From an optimization exercise on the open Yosys and OpenROAD flow, aimed at small area, a short achievable clock period and few clock cycles per item; shortcuts taken in it are not production practice.
At most, simulation tests tie the RTL to the original design; equivalence was not proved.
Only the layout flow was run in run 1; the RTL was not checked for function there.
No activity file was given, so power comes from the tool's default toggle rates.

File: design/flow/design.v
`default_nettype none
package art_pkg;
   localparam int OP_W        = 2;
   localparam int SEQ_W       = 16;
   localparam int KIND_W      = 4;
   localparam int SLOT_W      = 4;
   localparam int RETRY_W     = 8;
   localparam int AGE_W       = 16;
   localparam int CSR_INDEX_W = 4;
   localparam int CSR_DATA_W  = 16;
   localparam int SLOTS_DEFAULT = 16;
   localparam logic [OP_W-1:0] OP_SEND    = 2'd0;
   localparam logic [OP_W-1:0] OP_CONFIRM = 2'd1;
   localparam logic [OP_W-1:0] OP_TICK    = 2'd2;
   localparam logic [OP_W-1:0] OP_UNUSED  = 2'd3;
   localparam logic [KIND_W-1:0] KIND_ACCEPTED   = 4'd0;
   localparam logic [KIND_W-1:0] KIND_FULL       = 4'd1;
   localparam logic [KIND_W-1:0] KIND_CONFIRMED  = 4'd2;
   localparam logic [KIND_W-1:0] KIND_UNMATCHED  = 4'd3;
   localparam logic [KIND_W-1:0] KIND_RETRANSMIT = 4'd4;
   localparam logic [KIND_W-1:0] KIND_BYE_DONE   = 4'd5;
   localparam logic [KIND_W-1:0] KIND_BYE_FAILED = 4'd6;
   localparam logic [KIND_W-1:0] KIND_SCAN_DONE  = 4'd7;
   localparam logic [KIND_W-1:0] KIND_HALTED     = 4'd8;
   localparam logic [CSR_INDEX_W-1:0] CSR_TIMEOUT_TICKS = 4'd0;
   localparam logic [CSR_INDEX_W-1:0] CSR_MAX_RETRIES   = 4'd1;
   localparam logic [AGE_W-1:0]       TIMEOUT_RESET     = 16'd250;
   localparam logic [RETRY_W-1:0]     MAX_RETRIES_RESET = 8'd3;
   typedef struct packed {
      logic [KIND_W-1:0]  kind;
      logic [SLOT_W-1:0]  slot;
      logic [SEQ_W-1:0]   seq_out;
      logic [RETRY_W-1:0] retry_count;
      logic               last;
   } result_type;
endpackage
`default_nettype wire
`default_nettype none
module ack_retransmit_tracker #(
   parameter int SLOTS = art_pkg::SLOTS_DEFAULT
) (
   input  wire logic                   clock,
   input  wire logic                   reset,
   input  wire logic                   req_valid,
   output wire logic                   req_ready,
   input  wire logic [art_pkg::OP_W-1:0]        req_op,
   input  wire logic [art_pkg::SEQ_W-1:0]       req_seq,
   input  wire logic                   req_is_bye,
   output wire logic                   rsp_valid,
   input  wire logic                   rsp_ready,
   output wire logic [art_pkg::KIND_W-1:0]      rsp_kind,
   output wire logic [art_pkg::SLOT_W-1:0]      rsp_slot,
   output wire logic [art_pkg::SEQ_W-1:0]       rsp_seq_out,
   output wire logic [art_pkg::RETRY_W-1:0]     rsp_retry_count,
   output wire logic                   rsp_last,
   input  wire logic                   csr_valid,
   output wire logic                   csr_ready,
   input  wire logic [art_pkg::CSR_INDEX_W-1:0] csr_index,
   input  wire logic [art_pkg::CSR_DATA_W-1:0]  csr_data
);
   localparam int IW = (SLOTS > 1) ? $clog2(SLOTS) : 1;
   localparam int SW = art_pkg::SEQ_W;
   localparam int AW = art_pkg::AGE_W;
   localparam int RW = art_pkg::RETRY_W;
   localparam int GW = AW + 1;           
   logic               rq_v, sk_v;
   logic [art_pkg::OP_W-1:0] rq_op, sk_op;
   logic [SW-1:0]      rq_seq, sk_seq;
   logic               rq_bye, sk_bye;
   logic [RW-1:0]      max_ff;         
   logic [RW-1:0]      mm1_ff;         
   logic               mz_ff;          
   logic               d0_ff;          
   logic [GW-1:0]      g_ff;
   logic [GW-1:0]      tp_ff;
   logic               fix_ff;         
   logic               chk_ff;         
   logic               wk_ff;          
   logic [SLOTS-1:0]   pend_ff, acked_ff, byef_ff;
   logic [SLOTS-1:0]   due_ff, old_ff, exh_ff;
   logic [SW-1:0]      seq_ff [SLOTS];
   logic [GW-1:0]      stp_ff [SLOTS];
   logic [RW-1:0]      ret_ff [SLOTS];
   logic               halted_ff;
   logic               tk_ff;
   logic [SLOTS-1:0]   rm_ff;
   logic               fbye_ff, fdone_ff;
   logic [SLOTS-1:0]   fsel_ff;
   logic               rsp_valid_ff;
   art_pkg::result_type rsp_ff;
   function automatic logic [SLOTS-1:0] lowest(input logic [SLOTS-1:0] v);
      logic seen;
      seen = 1'b0;
      for (int i = 0; i < SLOTS; i++) begin
         lowest[i] = v[i] && !seen;
         seen      = seen || v[i];
      end
   endfunction
   function automatic logic [IW-1:0] enc(input logic [SLOTS-1:0] oh);
      enc = '0;
      for (int i = 0; i < SLOTS; i++) if (oh[i]) enc = enc | IW'(i);
   endfunction
   logic [GW-1:0]    cref;
   logic [SLOTS-1:0] ge;
   always_comb begin
      cref = chk_ff ? (g_ff + GW'(1) - GW'(1 << AW)) : tp_ff;
      for (int i = 0; i < SLOTS; i++) begin
         ge[i] = (cref[GW-1] ^ stp_ff[i][GW-1]) ^ (cref[GW-2:0] >= stp_ff[i][GW-2:0]);
      end
   end
   logic [SLOTS-1:0] rc, bh, eq, nobye;
   always_comb begin
      for (int i = 0; i < SLOTS; i++) begin
         rc[i] = pend_ff[i] && due_ff[i] && !exh_ff[i];
         bh[i] = byef_ff[i] && (acked_ff[i] || (pend_ff[i] && exh_ff[i]));
         eq[i] = pend_ff[i] && (seq_ff[i] == rq_seq);
      end
      nobye[0] = !bh[0];
      for (int i = 1; i < SLOTS; i++) nobye[i] = nobye[i-1] && !bh[i];
   end
   logic             free, busy, go;
   assign free = !rsp_valid_ff || rsp_ready;
   assign busy = fix_ff || chk_ff || wk_ff;
   assign go   = rq_v && free && !busy;
   logic [SLOTS-1:0] f_free, f_match, f_tick, f_bye, f_rm, rmask, sel;
   assign f_free  = lowest(~pend_ff);
   assign f_match = lowest(eq);
   assign f_tick  = lowest(rc | bh);
   assign f_bye   = lowest(bh);
   assign f_rm    = lowest(rm_ff);
   assign rmask   = rc & nobye;
   logic [SW-1:0]    sel_seq;
   logic [RW-1:0]    sel_ret;
   always_comb begin
      sel_seq = '0;
      sel_ret = '0;
      for (int i = 0; i < SLOTS; i++) begin
         if (sel[i]) begin
            sel_seq = sel_seq | seq_ff[i];
            sel_ret = sel_ret | ret_ff[i];
         end
      end
   end
   logic             emit, consume;
   logic             tk_start, retx, send_we, conf_we;
   art_pkg::result_type res;
   always_comb begin
      res      = '0;
      emit     = 1'b0;
      consume  = 1'b0;
      tk_start = 1'b0;
      retx     = 1'b0;
      send_we  = 1'b0;
      conf_we  = 1'b0;
      sel      = f_rm;
      if (wk_ff) begin
         sel = f_rm;
      end else if (tk_ff) begin
         if (rm_ff != '0) begin
            sel             = f_rm;
            res.kind        = art_pkg::KIND_RETRANSMIT;
            res.slot        = enc(f_rm);
            res.seq_out     = sel_seq;
            res.retry_count = sel_ret + RW'(1);
            retx            = free;
         end else begin
            sel      = fsel_ff;
            res.last = 1'b1;
            if (fbye_ff) begin
               res.kind        = fdone_ff ? art_pkg::KIND_BYE_DONE : art_pkg::KIND_BYE_FAILED;
               res.slot        = enc(fsel_ff);
               res.seq_out     = sel_seq;
               res.retry_count = sel_ret;
            end else begin
               res.kind = art_pkg::KIND_SCAN_DONE;
            end
            consume = free;
         end
         emit = free;
      end else if (go) begin
         emit    = 1'b1;
         consume = 1'b1;
         if (halted_ff) begin
            res.kind = art_pkg::KIND_HALTED;
            res.last = 1'b1;
         end else begin
            unique case (rq_op)
               art_pkg::OP_SEND: begin
                  res.seq_out = rq_seq;
                  res.last    = 1'b1;
                  if (f_free != '0) begin
                     res.kind = art_pkg::KIND_ACCEPTED;
                     res.slot = enc(f_free);
                     send_we  = 1'b1;
                  end else begin
                     res.kind = art_pkg::KIND_FULL;
                  end
               end
               art_pkg::OP_CONFIRM: begin
                  res.seq_out = rq_seq;
                  res.last    = 1'b1;
                  sel         = f_match;
                  if (f_match != '0) begin
                     res.kind        = art_pkg::KIND_CONFIRMED;
                     res.slot        = enc(f_match);
                     res.retry_count = sel_ret;
                     conf_we         = 1'b1;
                  end else begin
                     res.kind = art_pkg::KIND_UNMATCHED;
                  end
               end
               art_pkg::OP_TICK: begin
                  tk_start = 1'b1;
                  sel      = f_tick;
                  res.slot = enc(f_tick);
                  res.seq_out     = sel_seq;
                  if ((f_tick & rc) != '0) begin
                     res.kind        = art_pkg::KIND_RETRANSMIT;
                     res.retry_count = sel_ret + RW'(1);
                     retx            = 1'b1;
                     consume         = 1'b0;
                  end else begin
                     res.last = 1'b1;
                     res.retry_count = sel_ret;
                     if (f_tick != '0) begin
                        res.kind = ((f_tick & acked_ff) != '0) ? art_pkg::KIND_BYE_DONE
                                                               : art_pkg::KIND_BYE_FAILED;
                     end else begin
                        res.kind    = art_pkg::KIND_SCAN_DONE;
                        res.seq_out = '0;
                     end
                  end
               end
               default: begin
                  emit = 1'b0;
               end
            endcase
         end
      end
   end
   assign req_ready = !sk_v;
   assign csr_ready = !reset;
   logic accept;
   assign accept = req_valid && !sk_v;
   logic csr_to, csr_mx;
   assign csr_to = csr_valid && (csr_index == art_pkg::CSR_TIMEOUT_TICKS);
   assign csr_mx = csr_valid && (csr_index == art_pkg::CSR_MAX_RETRIES);
   logic [RW-1:0] ret_bus;
   logic          exh_bus;
   assign ret_bus = send_we ? '0 : sel_ret + RW'(1);
   assign exh_bus = send_we ? mz_ff : (wk_ff ? (sel_ret >= max_ff) : (sel_ret == mm1_ff));
   logic [GW-1:0] g_next;
   assign g_next = tk_start ? g_ff + GW'(1) : g_ff;
   always_ff @(posedge clock) begin
      if (reset) begin
         rq_v         <= 1'b0;
         sk_v         <= 1'b0;
         tk_ff        <= 1'b0;
         rsp_valid_ff <= 1'b0;
         halted_ff    <= 1'b0;
         pend_ff      <= '0;
         acked_ff     <= '0;
         max_ff       <= art_pkg::MAX_RETRIES_RESET;
         mm1_ff       <= art_pkg::MAX_RETRIES_RESET - RW'(1);
         mz_ff        <= 1'b0;
         d0_ff        <= 1'b0;
         g_ff         <= '0;
         tp_ff        <= GW'(1) - GW'(art_pkg::TIMEOUT_RESET - AW'(1));
         fix_ff       <= 1'b0;
         chk_ff       <= 1'b0;
         wk_ff        <= 1'b0;
      end else begin
         if (!rq_v || consume) begin
            rq_v <= sk_v || accept;
            sk_v <= 1'b0;
         end else if (accept) begin
            sk_v <= 1'b1;
         end
         if (emit)           rsp_valid_ff <= 1'b1;
         else if (rsp_ready) rsp_valid_ff <= 1'b0;
         if (csr_to) begin
            tp_ff  <= g_ff + GW'(1) - GW'(csr_data);
            d0_ff  <= (csr_data <= AW'(1));
            chk_ff <= 1'b1;
            fix_ff <= 1'b1;
         end else if (chk_ff) begin
            chk_ff <= 1'b0;
         end else if (fix_ff) begin
            fix_ff <= 1'b0;
            tp_ff  <= tp_ff + GW'(1);
         end else if (tk_start) begin
            tp_ff  <= tp_ff + GW'(1);
            if (g_ff[AW-1:0] == '1) chk_ff <= 1'b1;
         end
         if (csr_mx) begin
            max_ff <= csr_data[RW-1:0];
            mm1_ff <= csr_data[RW-1:0] - RW'(1);
            mz_ff  <= (csr_data[RW-1:0] == '0);
         end
         g_ff <= g_next;
         if (csr_mx) begin
            wk_ff <= (pend_ff != '0);
         end else if (wk_ff && (rm_ff & ~f_rm) == '0) begin
            wk_ff <= 1'b0;
         end
         if (tk_start) begin
            tk_ff <= retx;
            if (bh != '0) halted_ff <= 1'b1;
         end else if (tk_ff && consume) begin
            tk_ff <= 1'b0;
         end
         for (int i = 0; i < SLOTS; i++) begin
            if (send_we && f_free[i]) begin
               pend_ff[i]  <= 1'b1;
               acked_ff[i] <= 1'b0;
            end
            if (conf_we && f_match[i]) begin
               pend_ff[i]  <= 1'b0;
               acked_ff[i] <= 1'b1;
            end
         end
      end
   end
   always_ff @(posedge clock) begin
      if (!rq_v || consume) begin
         if (sk_v) begin
            rq_op  <= sk_op;
            rq_seq <= sk_seq;
            rq_bye <= sk_bye;
         end else begin
            rq_op  <= req_op;
            rq_seq <= req_seq;
            rq_bye <= req_is_bye;
         end
      end
      if (!sk_v) begin
         sk_op  <= req_op;
         sk_seq <= req_seq;
         sk_bye <= req_is_bye;
      end
      if (emit) rsp_ff <= res;
      if (csr_mx) begin
         rm_ff <= pend_ff;
      end else if (tk_start) begin
         rm_ff   <= rmask & ~f_tick;
         fbye_ff <= (bh != '0);
         fsel_ff <= f_bye;
         fdone_ff <= ((f_bye & acked_ff) != '0);
      end else if ((tk_ff && retx) || wk_ff) begin
         rm_ff <= rm_ff & ~f_rm;
      end
      for (int i = 0; i < SLOTS; i++) begin
         if (send_we && f_free[i]) begin
            byef_ff[i] <= rq_bye;
            seq_ff[i]  <= rq_seq;
         end
         if ((send_we && f_free[i]) || (tk_start && rmask[i])) stp_ff[i] <= g_next;
         if ((send_we && f_free[i]) || (retx && sel[i]))       ret_ff[i] <= ret_bus;
         if ((send_we && f_free[i]) || ((retx || wk_ff) && sel[i])) exh_ff[i] <= exh_bus;
         if ((send_we && f_free[i]) || (tk_start && rmask[i])) begin
            due_ff[i] <= d0_ff;
            old_ff[i] <= 1'b0;
         end else begin
            if (tk_start) due_ff[i] <= due_ff[i] || ge[i];
            if (fix_ff && !chk_ff) due_ff[i] <= old_ff[i] || ge[i];
            if (chk_ff && pend_ff[i] && ge[i]) old_ff[i] <= 1'b1;
         end
      end
   end
   assign rsp_valid       = rsp_valid_ff;
   assign rsp_kind        = rsp_ff.kind;
   assign rsp_slot        = rsp_ff.slot;
   assign rsp_seq_out     = rsp_ff.seq_out;
   assign rsp_retry_count = rsp_ff.retry_count;
   assign rsp_last        = rsp_ff.last;
endmodule
`default_nettype wire
File: design/flow/run.sh
#!/bin/bash
# synth_recipe.tcl (not shown) runs the flow's synth.tcl, then flattens the netlist and writes it again
# the make line also repeats each setting of config.mk as NAME=value (left out here)
make -C /OpenROAD-flow-scripts/flow DESIGN_CONFIG=/design/flow/config.mk WORK_HOME=/design/flow/orfs CLKGATE_MAP_FILE= SYNTH_SCRIPT=/design/flow/synth_recipe.tcl finish
File: design/flow/config.mk
export PLATFORM = sky130hd
export DESIGN_NAME = ack_retransmit_tracker
export DESIGN_NICKNAME = ack_retransmit_tracker
export VERILOG_FILES = /design/flow/design.v
export SDC_FILE = /design/flow/constraint.sdc
export NUM_CORES = 4
export LEC_CHECK = 0
export CAP_MARGIN = 20
export CORE_MARGIN = 2
export CORE_UTILIZATION = 40
export PLACE_DENSITY = 0.6
export SLEW_MARGIN = 20
File: design/flow/constraint.sdc
create_clock -name core_clock -period 7.0 [get_ports {clock}]
set_input_delay 1.4000 -clock core_clock [delete_from_list [all_inputs] [get_ports {clock}]]
set_output_delay 1.4000 -clock core_clock [all_outputs]
set_load 0.01 [all_outputs]
==> results of run 1 <==
[worst paths after layout]
| check | endpoint | slack (ns) | depth (start not counted) |
|---|---|---|---|
| worst min-delay path | old_ff[6]$_SDFFE_PP0P_ | 0.46 | 2 |
| worst max register to register | exh_ff[7]$_DFFE_PP_ | 0.52 | 26 |
| worst max-delay path | exh_ff[7]$_DFFE_PP_ | 0.52 | 26 |
| worst min register to register | old_ff[6]$_SDFFE_PP0P_ | 0.46 | 2 |
[cells in the final DEF, fill, tap and decap left out, types with 123 or more instances in the layout]
cell type,synthesis,layout
sky130_fd_sc_hd__edfxtp_1,790,790
sky130_fd_sc_hd__inv_1,371,371
sky130_fd_sc_hd__nand2_1,315,315
sky130_fd_sc_hd__ha_1,290,290
sky130_fd_sc_hd__xnor2_1,224,219
sky130_fd_sc_hd__nor2_1,195,193
sky130_fd_sc_hd__buf_4,0,187
sky130_fd_sc_hd__a21oi_1,150,147
sky130_fd_sc_hd__a21o_1,146,146
sky130_fd_sc_hd__dfxtp_1,127,125
sky130_fd_sc_hd__xor2_1,125,123
[registers in the layout, indices dropped and copies added, names as in the netlist, 17 cells and up]
register,count
tp_ff,17
seq_ff,256
ret_ff,128
rsp_ff,33
g_ff,17
stp_ff,272
[stage by stage]
| step | setup WS [ns] | hold WS [ns] | cell area (um2) | total power (uW) |
|---|---|---|---|---|
| 6_report | 0.520 | 0.455 | 56000 | 12700 |
| 5_1_grt | 0.304 | 0.485 | 56000 | 13100 |
| 4_1_cts | 0.753 | 0.456 | 56000 | 12800 |
| 3_5_place_dp | 0.364 | 0.448 | 52800 | 7580 |
| 3_3_place_gp | 0.444 | 0.443 | 52700 | 7560 |
| 2_1_floorplan | 1.26 | 0.427 | 49000 | 7010 |
[metal layers]
metal  share of wire (%)  GRT usage (%)  vias to the layer above
li1                    -              -                    16600
met1                  42           35.2                    18200
met2                  45           40.8                     1749
met4                 4.3           11.4                        8
met5               0.033              0                        -
met3                 8.5           4.85                      366
[logic make-up (layout without fill, tap and decap cells)]
kind of cell | count (synthesis) | in the layout | synth area share [%]
multiplexers | 75 | 75 | 1.66
adder cells (fa/ha/maj) | 294 | 294 | 7.51
AND/OR/NAND/NOR | 1215 | 1215 | 13.0
AO/OA/AOI/OAI | 939 | 939 | 13.8
flip-flops | 917 | 917 | 53.6
buffers and inverters | 537 | 832 | 4.22
XOR/XNOR | 349 | 349 | 6.24
[worst max-delay path, delay by kind of cell, from the launching register on]
family                     cells  cell delay [ns]
adders and majority gates      1             0.27
and+or+nand+nor               11             2.28
buffers and inverters          4             0.80
xor gates and xnor gates       1             0.16
DFF                            1             0.75
AOI/OAI and AO/OA              9             1.93
[power by group through the flow]
stage	Clock [uW]	Sequential (uW)	Combinational, uW
final	5250	6150	1340
after global routing	5560	6150	1440
after CTS	5350	6150	1320
after detailed placement	0	6260	1320
after global placement	0	6260	1300
after floorplan	0	6250	768
[layout make-up]
cell class                      count  area (um2)
Clock inverter                     55         500
Multi-Input combinational cell   2872       20800
Timing Repair Buffer              271        2270
Tap cell                         1625        2030
Fill cell                       11000       65500
Inverter                          373        1400
Sequential cell                   917       26300
Clock buffer                      133        2740
==> impl_metrics.prom, run 1 <==
# TYPE chip_impl_metric gauge
chip_impl_metric{name="synth-seq-area-share",unit="%"} 53.6
chip_impl_info{name="critPathLaunchType",value="register"} 1
chip_impl_metric{name="holdBufCountCts",unit=""} 0
chip_impl_metric{name="critical_path.max_stage_delay",unit="ns"} 0.75
chip_impl_metric{name="power.switching_fraction",unit="%"} 25.6
chip_impl_metric{name="placement_rows",unit=""} 128
chip_impl_metric{name="hold_viol",unit=""} 0
chip_impl_metric{name="timing_max_transition_violations_final",unit=""} 0
chip_impl_metric{name="worstPathMaxFanout",unit=""} 16
chip_impl_metric{name="crit_arrival",unit="ns"} 6.96
chip_impl_metric{name="grt_antenna_before_repair",unit=""} 7
chip_impl_info{name="synth_top_cells_by_area",value="sky130_fd_sc_hd__edfxtp_1 (48%), sky130_fd_sc_hd__ha_1 (7.4%), sky130_fd_sc_hd__dfxtp_1 (5.2%)"} 1
chip_impl_metric{name="htree_levels",unit=""} 3
chip_impl_metric{name="final.period_utilization",unit="%"} 92.6
chip_impl_metric{name="vdd_ir_drop_max",unit="mV"} 0.199
chip_impl_metric{name="die_x",unit="um"} 354
chip_impl_metric{name="comb_power_share",unit="%"} 10.5
chip_impl_metric{name="final_net_count",unit=""} 4872
chip_impl_info{name="synth.cells.most_frequent",value="sky130_fd_sc_hd__edfxtp_1 (790), sky130_fd_sc_hd__inv_1 (371), sky130_fd_sc_hd__nand2_1 (315), sky130_fd_sc_hd__ha_1 (290), sky130_fd_sc_hd__xnor2_1 (224)"} 1
chip_impl_metric{name="postLayoutCoreUtil",unit="%"} 46.1
chip_impl_metric{name="finalClockSkew",unit="ns"} 0.0359
chip_impl_metric{name="initial_utilization",unit="%"} 40.3
chip_impl_metric{name="synthCells",unit=""} 4326
chip_impl_info{name="r2r_start",value="rq_seq[9]$_DFFE_PP_"} 1
chip_impl_info{name="postSynth.topFlopCell",value="sky130_fd_sc_hd__edfxtp_1"} 1
chip_impl_metric{name="layout-drive-gt1-share",unit="%"} 10.1
chip_impl_metric{name="worst-endpoint-required",unit="ns"} 7.48
chip_impl_info{name="worst_setup_path_startpoint",value="rq_seq[9]$_DFFE_PP_"} 1
chip_impl_metric{name="power.leakage",unit="uW"} 0.0224
chip_impl_metric{name="timing.max_slew.rel_slack",unit="%"} 24.0
chip_impl_info{name="hp-class",value="register to register"} 1
chip_impl_metric{name="routedWlPerCell",unit="um"} 26.5
chip_impl_metric{name="portBuffers",unit=""} 79
chip_impl_metric{name="instances_no_fill",unit=""} 6246
chip_impl_metric{name="p_switching",unit="uW"} 3260
chip_impl_metric{name="cts.reportedPaths.clkPinSlew",unit="ns"} 0.06
chip_impl_metric{name="post_cts_resize_count",unit=""} 0
chip_impl_metric{name="max_freq",unit="MHz"} 154
chip_impl_metric{name="place.detailed.instances",unit=""} 6056
chip_impl_metric{name="power-per-cell-area",unit="nW/um2"} 227
chip_impl_info{name="yosys.cell_count.top_type",value="sky130_fd_sc_hd__edfxtp_1"} 1
chip_impl_metric{name="area.growth.synth_to_final",unit="%"} 14.4
chip_impl_metric{name="n_antenna_cell",unit=""} 0
chip_impl_info{name="setup.worst_path.class",value="register to register"} 1
chip_impl_info{name="cts-root-buf",value="sky130_fd_sc_hd__clkbuf_16"} 1
chip_impl_info{name="rsz_0062_raised_after_global_routing",value="no"} 1
chip_impl_metric{name="postRouteAntennaNets",unit=""} 0
chip_impl_metric{name="worst_slew_pin_slew",unit="ns"} 1.14
chip_impl_metric{name="first_pass_iters",unit=""} 9
chip_impl_metric{name="synth.avg_cell_area",unit="um2"} 11.3
chip_impl_info{name="synth_area_leader_cell",value="sky130_fd_sc_hd__edfxtp_1"} 1
chip_impl_metric{name="cts.path.max_buffers",unit=""} 3
chip_impl_metric{name="first_global_vias",unit=""} 36000
chip_impl_metric{name="intPower",unit="uW"} 9480
chip_impl_metric{name="fin_crit",unit="ns"} 6.48
chip_impl_metric{name="timing.max_cap.violations",unit=""} 0
chip_impl_metric{name="tritoncts_num_sinks",unit=""} 917
chip_impl_metric{name="global_route_wire_length_before_repair",unit="mm"} 242
chip_impl_metric{name="seq_power_share",unit="%"} 48.3
chip_impl_info{name="outcome",value="no timing/DRC/antenna violations"} 1
chip_impl_metric{name="globalRouteTotalUtil",unit="%"} 26.0
chip_impl_metric{name="pin_count",unit=""} 80
chip_impl_info{name="cpMaxStageDelayCell",value="sky130_fd_sc_hd__edfxtp_1"} 1
chip_impl_metric{name="place_congestion",unit=""} 1.07
chip_impl_metric{name="synth.net_count",unit=""} 4661
chip_impl_metric{name="cts-buffers-inserted",unit=""} 102
chip_impl_metric{name="setup_viol",unit=""} 0
chip_impl_info{name="hold_path.startpoint",value="old_ff[6]$_SDFFE_PP0P_"} 1
chip_impl_metric{name="detail_route.vias_per_cell",unit=""} 5.91
chip_impl_metric{name="post_detailed_placement_half_perimeter_wirelength",unit="mm"} 123
chip_impl_metric{name="synthesized_area",unit="um2"} 49000
chip_impl_metric{name="yosys_warnings",unit=""} 4
chip_impl_metric{name="drc_errors",unit=""} 0
chip_impl_metric{name="clockPowerShare",unit="%"} 41.2
chip_impl_metric{name="synth_async_sr_flop_share",unit="%"} 0
chip_impl_metric{name="largest_net_degree_at_the_start_of_global_routing",unit=""} 52
chip_impl_metric{name="yosys.cell_types.count",unit=""} 95
chip_impl_info{name="tritoncts",value="done"} 1
chip_impl_metric{name="die_y",unit="um"} 354
chip_impl_metric{name="detailedRoute.firstIterationViolations",unit=""} 4983
chip_impl_metric{name="fp.dieArea",unit="um2"} 125000
chip_impl_metric{name="grt_overflow",unit=""} 0
chip_impl_metric{name="synth_edf_count",unit=""} 790
chip_impl_metric{name="netlist.area_leader.share",unit="%"} 48.5
chip_impl_metric{name="fin_tns_setup",unit="ns"} 0
chip_impl_info{name="timing.critical_path.to_type",value="register"} 1
chip_impl_metric{name="yosys_register_bits",unit=""} 917
chip_impl_metric{name="wl",unit="mm"} 166
chip_impl_metric{name="core_area",unit="um2"} 122000
chip_impl_metric{name="worst_skew_pair.late_latency",unit="ns"} 0.74
chip_impl_metric{name="num_vias",unit=""} 36900
chip_impl_metric{name="postCtsSetupBuffers",unit=""} 0
==> run 2, diff against run 1 <==
--- a/design/flow/design.v
+++ b/design/flow/design.v
@@ -120,7 +120,7 @@
    end
    logic             free, busy, go;
    assign free = !rsp_valid_ff || rsp_ready;
-   assign busy = fix_ff || chk_ff || wk_ff;
+   assign busy = fix_ff || chk_ff || wk_ff || wbw_ff;
    assign go   = rq_v && free && !busy;
    logic [SLOTS-1:0] f_free, f_match, f_tick, f_bye, f_rm, rmask, sel;
    assign f_free  = lowest(~pend_ff);
@@ -141,30 +141,34 @@
          end
       end
    end
-   logic             emit, consume;
+   logic             emit, consume, tk_cont;
    logic             tk_start, retx, send_we, conf_we;
+   logic             tk_retx, tk_bye;
    art_pkg::result_type res;
+   assign tk_retx = (f_tick & rc) != '0;
+   assign tk_bye  = (f_tick & bh) != '0;
    always_comb begin
-      res      = '0;
-      emit     = 1'b0;
-      consume  = 1'b0;
-      tk_start = 1'b0;
-      retx     = 1'b0;
-      send_we  = 1'b0;
-      conf_we  = 1'b0;
-      sel      = f_rm;
-      if (wk_ff) begin
+      if (tk_ff) begin
+         sel = (rm_ff != '0) ? f_rm : fsel_ff;
+      end else if (wk_ff) begin
          sel = f_rm;
-      end else if (tk_ff) begin
+      end else if (rq_op == art_pkg::OP_CONFIRM) begin
+         sel = f_match;
+      end else begin
+         sel = f_tick;
+      end
+   end
+   always_comb begin
+      res     = '0;
+      tk_cont = 1'b0;
+      if (tk_ff) begin
          if (rm_ff != '0) begin
-            sel             = f_rm;
             res.kind        = art_pkg::KIND_RETRANSMIT;
             res.slot        = enc(f_rm);
             res.seq_out     = sel_seq;
             res.retry_count = sel_ret + RW'(1);
-            retx            = free;
+            tk_cont         = 1'b1;
          end else begin
-            sel      = fsel_ff;
             res.last = 1'b1;
             if (fbye_ff) begin
                res.kind        = fdone_ff ? art_pkg::KIND_BYE_DONE : art_pkg::KIND_BYE_FAILED;
@@ -174,67 +178,65 @@
             end else begin
                res.kind = art_pkg::KIND_SCAN_DONE;
             end
-            consume = free;
          end
-         emit = free;
-      end else if (go) begin
-         emit    = 1'b1;
-         consume = 1'b1;
-         if (halted_ff) begin
-            res.kind = art_pkg::KIND_HALTED;
-            res.last = 1'b1;
-         end else begin
-            unique case (rq_op)
-               art_pkg::OP_SEND: begin
-                  res.seq_out = rq_seq;
-                  res.last    = 1'b1;
-                  if (f_free != '0) begin
-                     res.kind = art_pkg::KIND_ACCEPTED;
-                     res.slot = enc(f_free);
-                     send_we  = 1'b1;
-                  end else begin
-                     res.kind = art_pkg::KIND_FULL;
-                  end
-               end
-               art_pkg::OP_CONFIRM: begin
-                  res.seq_out = rq_seq;
-                  res.last    = 1'b1;
-                  sel         = f_match;
-                  if (f_match != '0) begin
-                     res.kind        = art_pkg::KIND_CONFIRMED;
-                     res.slot        = enc(f_match);
-                     res.retry_count = sel_ret;
-                     conf_we         = 1'b1;
-                  end else begin
-                     res.kind = art_pkg::KIND_UNMATCHED;
-                  end
-               end
-               art_pkg::OP_TICK: begin
-                  tk_start = 1'b1;
-                  sel      = f_tick;
-                  res.slot = enc(f_tick);
-                  res.seq_out     = sel_seq;
-                  if ((f_tick & rc) != '0) begin
-                     res.kind        = art_pkg::KIND_RETRANSMIT;
-                     res.retry_count = sel_ret + RW'(1);
-                     retx            = 1'b1;
-                     consume         = 1'b0;
+      end else if (halted_ff) begin
+         res.kind = art_pkg::KIND_HALTED;
+         res.last = 1'b1;
+      end else begin
+         unique case (rq_op)
+            art_pkg::OP_SEND: begin
+               res.seq_out = rq_seq;
+               res.last    = 1'b1;
+               res.kind    = (f_free != '0) ? art_pkg::KIND_ACCEPTED : art_pkg::KIND_FULL;
+               res.slot    = enc(f_free);
+            end
+            art_pkg::OP_CONFIRM: begin
+               res.seq_out     = rq_seq;
+               res.last        = 1'b1;
+               res.kind        = (f_match != '0) ? art_pkg::KIND_CONFIRMED : art_pkg::KIND_UNMATCHED;
+               res.slot        = enc(f_match);
+               res.retry_count = sel_ret;
+            end
+            default: begin
+               res.slot    = enc(f_tick);
+               res.seq_out = sel_seq;
+               if (tk_retx) begin
+                  res.kind        = art_pkg::KIND_RETRANSMIT;
+                  res.retry_count = sel_ret + RW'(1);
+                  tk_cont         = 1'b1;
+               end else begin
+                  res.last        = 1'b1;
+                  res.retry_count = sel_ret;
+                  if (tk_bye) begin
+                     res.kind = ((f_tick & acked_ff) != '0) ? art_pkg::KIND_BYE_DONE
+                                                            : art_pkg::KIND_BYE_FAILED;
                   end else begin
-                     res.last = 1'b1;
-                     res.retry_count = sel_ret;
-                     if (f_tick != '0) begin
-                        res.kind = ((f_tick & acked_ff) != '0) ? art_pkg::KIND_BYE_DONE
-                                                               : art_pkg::KIND_BYE_FAILED;
-                     end else begin
-                        res.kind    = art_pkg::KIND_SCAN_DONE;
-                        res.seq_out = '0;
-                     end
+                     res.kind = art_pkg::KIND_SCAN_DONE;
                   end
                end
-               default: begin
-                  emit = 1'b0;
-               end
-            endcase
+            end
+         endcase
+      end
+   end
+   always_comb begin
+      emit     = 1'b0;
+      consume  = 1'b0;
+      tk_start = 1'b0;
+      retx     = 1'b0;
+      send_we  = 1'b0;
+      conf_we  = 1'b0;
+      if (tk_ff) begin
+         emit    = free;
+         consume = free && !tk_cont;
+         retx    = free && tk_cont;
+      end else if (go) begin
+         consume = halted_ff || (rq_op != art_pkg::OP_TICK) || !tk_retx;
+         emit    = halted_ff || (rq_op != art_pkg::OP_UNUSED);
+         if (!halted_ff) begin
+            send_we  = (rq_op == art_pkg::OP_SEND) && (f_free != '0);
+            conf_we  = (rq_op == art_pkg::OP_CONFIRM) && (f_match != '0);
+            tk_start = (rq_op == art_pkg::OP_TICK);
+            retx     = tk_start && tk_cont;
          end
       end
    end
@@ -245,10 +247,13 @@
    logic csr_to, csr_mx;
    assign csr_to = csr_valid && (csr_index == art_pkg::CSR_TIMEOUT_TICKS);
    assign csr_mx = csr_valid && (csr_index == art_pkg::CSR_MAX_RETRIES);
-   logic [RW-1:0] ret_bus;
-   logic          exh_bus;
-   assign ret_bus = send_we ? '0 : sel_ret + RW'(1);
-   assign exh_bus = send_we ? mz_ff : (wk_ff ? (sel_ret >= max_ff) : (sel_ret == mm1_ff));
+   logic                wb_ff, wbw_ff;
+   logic [SLOTS-1:0]    wb_sel;
+   logic [RW-1:0]       ret_bus;
+   logic                exh_bus;
+   assign wb_sel  = SLOTS'(1) << rsp_ff.slot;
+   assign ret_bus = send_we ? '0 : rsp_ff.retry_count;
+   assign exh_bus = send_we ? mz_ff : (rsp_ff.retry_count >= max_ff);
    logic [GW-1:0] g_next;
    assign g_next = tk_start ? g_ff + GW'(1) : g_ff;
    always_ff @(posedge clock) begin
@@ -269,7 +274,11 @@
          fix_ff       <= 1'b0;
          chk_ff       <= 1'b0;
          wk_ff        <= 1'b0;
+         wb_ff        <= 1'b0;
+         wbw_ff       <= 1'b0;
       end else begin
+         wb_ff  <= retx;
+         wbw_ff <= wk_ff;
          if (!rq_v || consume) begin
             rq_v <= sk_v || accept;
             sk_v <= 1'b0;
@@ -338,7 +347,12 @@
          sk_seq <= req_seq;
          sk_bye <= req_is_bye;
       end
-      if (emit) rsp_ff <= res;
+      if (emit) begin
+         rsp_ff <= res;
+      end else if (wk_ff) begin
+         rsp_ff.slot        <= enc(f_rm);
+         rsp_ff.retry_count <= sel_ret;
+      end
       if (csr_mx) begin
          rm_ff <= pend_ff;
       end else if (tk_start) begin
@@ -355,8 +369,8 @@
             seq_ff[i]  <= rq_seq;
          end
          if ((send_we && f_free[i]) || (tk_start && rmask[i])) stp_ff[i] <= g_next;
-         if ((send_we && f_free[i]) || (retx && sel[i]))       ret_ff[i] <= ret_bus;
-         if ((send_we && f_free[i]) || ((retx || wk_ff) && sel[i])) exh_ff[i] <= exh_bus;
+         if ((send_we && f_free[i]) || (wb_ff && wb_sel[i]))            ret_ff[i] <= ret_bus;
+         if ((send_we && f_free[i]) || ((wb_ff || wbw_ff) && wb_sel[i])) exh_ff[i] <= exh_bus;
          if ((send_we && f_free[i]) || (tk_start && rmask[i])) begin
             due_ff[i] <= d0_ff;
             old_ff[i] <= 1'b0;
--- a/design/flow/config.mk
+++ b/design/flow/config.mk
@@ -5,8 +5,10 @@
 export SDC_FILE = /design/flow/constraint.sdc
 export NUM_CORES = 4
 export LEC_CHECK = 0
+export ABC_CLOCK_PERIOD_IN_PS = 3500
 export CAP_MARGIN = 20
 export CORE_MARGIN = 2
 export CORE_UTILIZATION = 40
-export PLACE_DENSITY = 0.6
+export PLACE_DENSITY = 0.5
+export SETUP_SLACK_MARGIN = 3.0
 export SLEW_MARGIN = 20
==> run 2 against run 1 <==
- still clean
- critical path depth fell by 10
- setup slack better by 2.1 ns
- die area shrank 3.1%
- global-route usage up 3.1 points
- clock skew rose by 0.026 ns
- power grew 4.0%
- critical endpoint is now rsp_ff[7]$_DFFE_PP_
==> impl_metrics.prom, run 2 <==
# TYPE chip_impl_metric gauge
chip_impl_info{name="final_common_cell",value="sky130_fd_sc_hd__edfxtp_1"} 1
chip_impl_metric{name="wl",unit="mm"} 181
chip_impl_metric{name="num_vias",unit=""} 36400
chip_impl_metric{name="compound_cell_area_share_of_the_yosys_netlist",unit="%"} 13.7
chip_impl_metric{name="power-per-cell-area",unit="nW/um2"} 223
chip_impl_metric{name="grt_overflow",unit=""} 0
chip_impl_metric{name="tritoncts_num_sinks",unit=""} 911
chip_impl_metric{name="n_antenna_cell",unit=""} 0
chip_impl_metric{name="synth.mux.area_fraction",unit="%"} 1.58
chip_impl_metric{name="worst_slew_pin_slew",unit="ns"} 1.15
chip_impl_metric{name="final_net_count",unit=""} 4849
chip_impl_metric{name="grt_antenna_before_repair",unit=""} 3
chip_impl_metric{name="layout-drive-gt1-share",unit="%"} 21.5
chip_impl_metric{name="postLayoutCoreUtil",unit="%"} 50.4
chip_impl_metric{name="final_critical_path_setup_slack",unit="ns"} 2.59
chip_impl_metric{name="synth-seq-area-share",unit="%"} 55.1
chip_impl_metric{name="fin_crit",unit="ns"} 4.41
chip_impl_info{name="setup.worst_path.class",value="register to register"} 1
chip_impl_info{name="tritoncts",value="done"} 1
chip_impl_info{name="hp-class",value="register to register"} 1
chip_impl_metric{name="synthCells",unit=""} 4087
chip_impl_metric{name="placement_rows",unit=""} 126
chip_impl_metric{name="portBuffers",unit=""} 79
chip_impl_metric{name="die_y",unit="um"} 348
chip_impl_metric{name="worstPathMaxFanout",unit=""} 8
chip_impl_metric{name="detailedRoute.firstIterationViolations",unit=""} 4554
chip_impl_metric{name="yosys.area_share.xor_xnor",unit="%"} 6.35
chip_impl_metric{name="grt_util_met1",unit="%"} 42.0
chip_impl_metric{name="post_synth_and_or_nand_nor_area_fraction",unit="%"} 11.5
chip_impl_metric{name="routedWlPerCell",unit="um"} 29.5
chip_impl_info{name="critPathLaunchType",value="register"} 1
chip_impl_metric{name="yosys_warnings",unit=""} 4
chip_impl_metric{name="global_route_wire_length_before_repair",unit="mm"} 256
chip_impl_metric{name="largest_register_ffs",unit=""} 272
chip_impl_metric{name="timing_max_transition_violations_final",unit=""} 0
chip_impl_metric{name="yosys.cell_types.count",unit=""} 94
chip_impl_metric{name="synth.net_count",unit=""} 4415
chip_impl_metric{name="htree_levels",unit=""} 3
chip_impl_metric{name="post_detailed_placement_half_perimeter_wirelength",unit="mm"} 123
chip_impl_metric{name="postRouteAntennaNets",unit=""} 0
chip_impl_info{name="hold_path.startpoint",value="max_ff[5]$_SDFFE_PP0P_"} 1
chip_impl_metric{name="largest_net_degree_at_the_start_of_global_routing",unit=""} 47
chip_impl_info{name="synth.cells.most_frequent",value="sky130_fd_sc_hd__edfxtp_1 (790), sky130_fd_sc_hd__inv_1 (323), sky130_fd_sc_hd__ha_1 (283), sky130_fd_sc_hd__nand2_1 (273), sky130_fd_sc_hd__xnor2_1 (202)"} 1
chip_impl_metric{name="first_global_vias",unit=""} 35100
chip_impl_metric{name="setup_slack_at_placement",unit="ns"} 1.37
chip_impl_info{name="r2r_start",value="rq_seq[14]$_DFFE_PP_"} 1
chip_impl_info{name="largest_registers",value="stp_ff: 272 flops, seq_ff: 256 flops, ret_ff: 128 flops"} 1
chip_impl_metric{name="num-fill-cells",unit=""} 10400
chip_impl_info{name="top_register",value="stp_ff"} 1
chip_impl_metric{name="hold_viol",unit=""} 0
chip_impl_metric{name="cts.path.max_buffers",unit=""} 3
chip_impl_metric{name="cts.reportedPaths.clkPinSlew",unit="ns"} 0.07
chip_impl_metric{name="synthesized_area",unit="um2"} 47400
chip_impl_info{name="timing.critical_path.to_type",value="register"} 1
chip_impl_metric{name="globalRouteTotalUtil",unit="%"} 29.1
chip_impl_info{name="worst_setup_path_startpoint",value="rq_seq[14]$_DFFE_PP_"} 1
chip_impl_metric{name="netlist.area_leader.share",unit="%"} 50.0
chip_impl_info{name="synth_area_leader_cell",value="sky130_fd_sc_hd__edfxtp_1"} 1
chip_impl_metric{name="area.growth.synth_to_final",unit="%"} 25.1
chip_impl_info{name="synth_top_cells_by_area",value="sky130_fd_sc_hd__edfxtp_1 (50%), sky130_fd_sc_hd__ha_1 (7.5%), sky130_fd_sc_hd__dfxtp_1 (5.1%)"} 1
chip_impl_metric{name="power.leakage",unit="uW"} 0.0239
chip_impl_info{name="yosys.cell_count.top_type",value="sky130_fd_sc_hd__edfxtp_1"} 1
chip_impl_metric{name="die_x",unit="um"} 348
chip_impl_info{name="rsz_0062_raised_after_global_routing",value="yes"} 1
chip_impl_metric{name="worst_skew_pair.late_latency",unit="ns"} 0.74
chip_impl_info{name="final_cell_mix",value="sky130_fd_sc_hd__edfxtp_1 (790), sky130_fd_sc_hd__buf_4 (319), sky130_fd_sc_hd__inv_1 (316), sky130_fd_sc_hd__ha_1 (281), sky130_fd_sc_hd__nand2_1 (264)"} 1
chip_impl_metric{name="detail_route.vias_per_cell",unit=""} 5.93
chip_impl_metric{name="holdBufCountCts",unit=""} 0
chip_impl_info{name="top_usage_layer",value="met2"} 1
chip_impl_metric{name="worst-endpoint-required",unit="ns"} 7.48
chip_impl_metric{name="place_congestion",unit=""} 0.992
chip_impl_metric{name="first_pass_iters",unit=""} 6
chip_impl_metric{name="gr-usage-met2",unit="%"} 43.5
chip_impl_info{name="dominant_combinational_cell_family_by_area_after_synthesis",value="compound AO/OA/AOI/OAI gates"} 1
chip_impl_metric{name="initial_utilization",unit="%"} 40.3
chip_impl_metric{name="globalRouteMet3Util",unit="%"} 6.27
chip_impl_metric{name="synth.avg_cell_area",unit="um2"} 11.6
chip_impl_metric{name="crit_arrival",unit="ns"} 4.89
chip_impl_metric{name="cts-buffers-inserted",unit=""} 104
chip_impl_metric{name="fp.dieArea",unit="um2"} 121000
chip_impl_metric{name="synth_async_sr_flop_share",unit="%"} 0
chip_impl_metric{name="core_area",unit="um2"} 118000
chip_impl_metric{name="finalClockSkew",unit="ns"} 0.0624
chip_impl_metric{name="final.period_utilization",unit="%"} 62.9
chip_impl_metric{name="synth_edf_count",unit=""} 790
chip_impl_metric{name="vdd_ir_drop_max",unit="mV"} 0.190
chip_impl_metric{name="yosys_register_bits",unit=""} 911
chip_impl_metric{name="setup_viol",unit=""} 0
chip_impl_info{name="cts-root-buf",value="sky130_fd_sc_hd__clkbuf_16"} 1
chip_impl_metric{name="timing.max_cap.violations",unit=""} 0
chip_impl_metric{name="pin_count",unit=""} 80
chip_impl_metric{name="synth-adder-area-share",unit="%"} 7.55
chip_impl_metric{name="fin_tns_setup",unit="ns"} 0
chip_impl_info{name="outcome",value="no timing/DRC/antenna violations"} 1
chip_impl_metric{name="max_freq",unit="MHz"} 227
chip_impl_info{name="postSynth.topFlopCell",value="sky130_fd_sc_hd__edfxtp_1"} 1
chip_impl_metric{name="timing.max_slew.rel_slack",unit="%"} 22.5
chip_impl_metric{name="drc_errors",unit=""} 0
## run 2: power breakdown
| group | total [uW] | internal, uW | switching [uW] |
|---|---|---|---|
| combinational | 1380 | 576 | 804 |
| sequential | 6070 | 6000 | 77.3 |
| clock | 5790 | 3390 | 2410 |
## run 2: critical path: stages, from the launching register on
cell and delay, ns:
sky130_fd_sc_hd__edfxtp_1 0.51, sky130_fd_sc_hd__buf_6 0.20, sky130_fd_sc_hd__buf_4 0.13, sky130_fd_sc_hd__xor2_1 0.17
sky130_fd_sc_hd__nor4_2 0.27, sky130_fd_sc_hd__nand2_1 0.13, sky130_fd_sc_hd__or4_4 0.61, sky130_fd_sc_hd__nor2b_2 0.24
sky130_fd_sc_hd__a31oi_4 0.19, sky130_fd_sc_hd__nor2_4 0.12, sky130_fd_sc_hd__a22oi_1 0.26, sky130_fd_sc_hd__nand4_1 0.12
sky130_fd_sc_hd__a2111o_1 0.43, sky130_fd_sc_hd__ha_2 0.23, sky130_fd_sc_hd__nand3_4 0.09, sky130_fd_sc_hd__and3b_1 0.18
sky130_fd_sc_hd__a221o_1 0.25
## run 2: final cells by class
class,count,area (um2),area share (%)
tap,1536,1920,3.24
sequential,911,26200,44.1
clock buffer,135,2800,4.72
inverter,324,1240,2.09
clock inverter,59,773,1.30
multi-input combinational,2694,21700,36.6
timing repair buffer,486,4690,7.90
## run 2: per-stage QoR
| stage | hold slack [ns] | area (um2) | power, uW | std cells |
|---|---|---|---|---|
| 6_report | 0.455 | 59300 | 13200 | 6145 |
| 5_1_grt | 0.484 | 59300 | 13600 | 6145 |
| 4_1_cts | 0.456 | 57700 | 13200 | 6077 |
| 3_5_place_dp | 0.444 | 50600 | 7200 | 5676 |
| 3_3_place_gp | 0.438 | 50600 | 7200 | 5676 |
| 2_1_floorplan | 0.424 | 47500 | 6760 | 4087 |
## run 2: path summary, 6_finish.rpt
check                                              end  slack, ns  cells past startpoint
worst max-delay path               rsp_ff[7]$_DFFE_PP_       2.59                     16
worst min register to register  max_ff[5]$_SDFFE_PP0P_       0.45                      2
worst max register to register     rsp_ff[7]$_DFFE_PP_       2.59                     16
worst min-delay path            max_ff[5]$_SDFFE_PP0P_       0.45                      2
## run 2: timing repair
item / CTS / global route
endpoints found under the hold margin: 0 / 0
gates cloned: 12 / 5
endpoints found under the setup margin: 587 / 339
resized for setup: 335 / 194
pin swaps: 89 / 84
buffers inserted: 195 / 62
## run 2: cell families after synthesis
group / after synthesis
AO/OA/AOI/OAI: 941
XOR/XNOR: 344
adder cells (fa/ha/maj): 286
buffers and inverters: 488
flip-flops: 911
multiplexers: 69
AND/OR/NAND/NOR: 1048
## run 2: metal layers
metal / routed length, um / up-vias
met5: 13 / -
met1: 79700 / 18100
li1: - / 16200
met2: 77800 / 1841
met4: 6340 / 2
met3: 17400 / 369
Testbench counts of run 2, summed over its fixed seeds: cycles 4,874, items 3,200.

==> port drivers added, routing unchanged <==
Ports are ideal in the flow. The routed layouts listed here were re-timed in OpenROAD.
Step 1: set_driving_cell puts a clkbuf_16 on clock and a buf_2 on each other input, an assumption about the parent block.
Step 2 times the ports against the registers' clock, not the clock port: input delays grow and output delays shrink by t, the midpoint of the rising clock arrivals with the driver on.
Three values: ideal, step 1, step 2; two values: the first two.
run | shift t [ns] | slack for setup (ns) | clock arrival spread, ns
run 1 | 0.797 | 0.520 / 0.520 / 0.109 | 0.035 / 0.036
run 2 | 0.792 | 2.594 / 2.594 / 2.244 | 0.063 / 0.063
After both steps setup and hold are still met in every run listed. For run 1, which loses most, drivers alone change the setup slack by 0.000 ns; drivers and shift together by -0.411 ns.
